From an optimization exercise on the open Yosys and OpenROAD flow, aimed at small area; shortcuts taken in it are not production practice.
Function was checked by simulation only, so behaviour that the tests miss may differ from the original.
Power is estimated from default activity; no workload was simulated.

Design operand_fetch, start of the top module:
module operand_fetch
(
  input  logic          clk,
  input  logic          rst_n,
  input  logic          in_valid,
  output logic          in_ready,
  input  logic [operand_fetch_pkg::AW-1:0] rs,
  input  logic [operand_fetch_pkg::AW-1:0] rt,
  input  logic [operand_fetch_pkg::AW-1:0] dest,
  input  logic [15:0]   imm16,
  input  logic          alusrc,
  input  logic [2:0]    ctrl,
  input  logic          flush,
  input  logic          wb_en,
  input  logic [operand_fetch_pkg::AW-1:0] wb_addr,
  input  logic [operand_fetch_pkg::DW-1:0] wb_data,
  output logic          out_valid,
  input  logic          out_ready,
  output logic [operand_fetch_pkg::DW-1:0] out_a,
  output logic [operand_fetch_pkg::DW-1:0] out_b,
  output logic [2:0]    out_ctrl,
  output logic [operand_fetch_pkg::AW-1:0] out_dest
);
Size: about 150 I/O pins.
Settings: LEC_CHECK=0, CAP_MARGIN=20, CORE_MARGIN=2, CORE_UTILIZATION=62, SLEW_MARGIN=20, SYNTH_HIERARCHICAL=1; clock period 5.0 ns.
standard.sh (not shown) runs the stock make flow with config.mk's settings and CLKGATE_MAP_FILE= SYNTH_SCRIPT=/design/flow/synth_recipe.tcl, a recipe that flattens the netlist after the stock synthesis.
==> flow/flow/run.sh <==
#!/bin/bash
set -o pipefail
export BUFFER_PORTS_ARGS="-buffer_cell sky130_fd_sc_hd__buf_1"
export CTS_ARGS="-sink_clustering_enable -repair_clock_nets -dont_use_dummy_load -buf_list sky130_fd_sc_hd__clkbuf_8 -sink_clustering_size 14 -sink_clustering_max_diameter 70"
bash standard.sh > standard.log 2>&1
Change:
==> flow/flow/run.sh (replaced) <==
#!/bin/bash
set -o pipefail
export BUFFER_PORTS_ARGS="-buffer_cell sky130_fd_sc_hd__buf_1"
export CTS_ARGS="-sink_clustering_enable -repair_clock_nets -dont_use_dummy_load -buf_list sky130_fd_sc_hd__clkbuf_8 -sink_clustering_size 16 -sink_clustering_max_diameter 70"
bash standard.sh > standard.log 2>&1
The new run completed with no timing, DRC or antenna violations.
Non-clock buffer count stays the same.
Flip-flop and latch count is unchanged.
Routed wire length hardly moves.
Power falls by 1.8%.
Worst setup slack loses 0.092 ns.
Fmax came out lower by 2.6%.
Die area does not change.
Count of clock-buffer cells in the layout drops by 10.
Cell area falls by 0.33%.
Critical path depth came out lower by 1.
Hold slack improved by 0.015 ns.
Change:
--- a/flow/config.mk
+++ b/flow/config.mk
@@ -10 +10 @@
-export CORE_UTILIZATION = 62
+export CORE_UTILIZATION = 50
After rerunning: Cell area climbs by 1.3%. Cell count climbs by about 5%. Flip-flop and latch count is unchanged. Worst setup slack gets better by 0.037 ns.

---

Another version of the RTL of operand_fetch (not shown whole).
Size: ~1,100 flip-flops, roughly 150 I/O pins.
==> flow/config.mk <==
export PLATFORM = sky130hd
export DESIGN_NAME = operand_fetch
export DESIGN_NICKNAME = operand_fetch
export VERILOG_FILES = /design/flow/design.v
export SDC_FILE = /design/flow/constraint.sdc
export NUM_CORES = 4
export LEC_CHECK = 0
export CAP_MARGIN = 20
export CORE_MARGIN = 2
export CORE_UTILIZATION = 40
export SLEW_MARGIN = 20
export SYNTH_HIERARCHICAL = 1
==> flow/constraint.sdc <==
create_clock -name core_clock -period 5.0 [get_ports {clk}]
set_input_delay 1.0000 -clock core_clock [delete_from_list [all_inputs] [get_ports {clk}]]
set_output_delay 1.0000 -clock core_clock [all_outputs]
set_load 0.01 [all_outputs]
==> flow/flow/run.sh <==
#!/bin/bash
set -o pipefail
export BUFFER_PORTS_ARGS="-buffer_cell sky130_fd_sc_hd__buf_1"
export CTS_ARGS="-sink_clustering_enable -repair_clock_nets -dont_use_dummy_load -buf_list sky130_fd_sc_hd__clkbuf_8 -sink_clustering_size 14 -sink_clustering_max_diameter 70"
bash standard.sh > standard.log 2>&1
==> next run, changes <==
==> flow/flow/run.sh (replaced) <==
#!/bin/bash
set -o pipefail
export BUFFER_PORTS_ARGS="-buffer_cell sky130_fd_sc_hd__buf_1"
export CTS_ARGS="-sink_clustering_enable -repair_clock_nets -dont_use_dummy_load -buf_list sky130_fd_sc_hd__clkbuf_8 -sink_clustering_size 16 -sink_clustering_max_diameter 50"
bash standard.sh > standard.log 2>&1
=>
- critical path depth does not change
- register-to-register slack stays flat
- via count is higher by 0.33%
- wire length hardly moves
- die area does not change
- clock power is higher by 10%
- cell count is higher by 0.37%
- total power is higher by 3.3%
- final area is higher by 0.60%
- hold slack gets worse by 48 ps

-- afterwards: timing with drivers on the ports --
Ports are ideal in the flow. The routed layouts listed here were re-timed in OpenROAD. Step 1 assumes that a clkbuf_16 drives the clock port and a buf_2 every other input. Step 2 also shifts input and output timing later by t, the mid clock arrival at the registers, as if the neighbouring blocks saw the same clock. Slacks: ideal ports / drivers / drivers and shift; pairs: ideal ports / drivers.
run | t, ns | setup slack, ns | worst hold slack (ns) | latest minus earliest clock arrival (ns) | slew at the worst register clock pin (ns)
the first run of note 1 | 0.791 | 1.543 / 1.580 / 0.789 | 0.462 / 0.423 / 0.508 | 0.059 / 0.060 | 0.10 / 0.10
the second run of note 1 | 0.780 | 1.451 / 1.488 / 0.708 | 0.477 / 0.439 / 0.513 | 0.058 / 0.057 | 0.11 / 0.11
the third run of note 1 | 0.780 | 1.488 / 1.531 / 0.751 | 0.440 / 0.393 / 0.511 | 0.061 / 0.061 | 0.11 / 0.11
the first run of note 2 | 0.810 | 1.429 / 1.470 / 0.665 | 0.422 / 0.380 / 0.506 | 0.120 / 0.120 | 0.11 / 0.11
the second run of note 2 | 0.856 | 1.445 / 1.464 / 0.624 | 0.373 / 0.333 / 0.498 | 0.117 / 0.118 | 0.11 / 0.11
After both steps setup and hold are still met in every run listed. For the second run of note 2, which loses most, drivers alone change the setup slack by +0.019 ns; drivers and shift together by -0.821 ns.
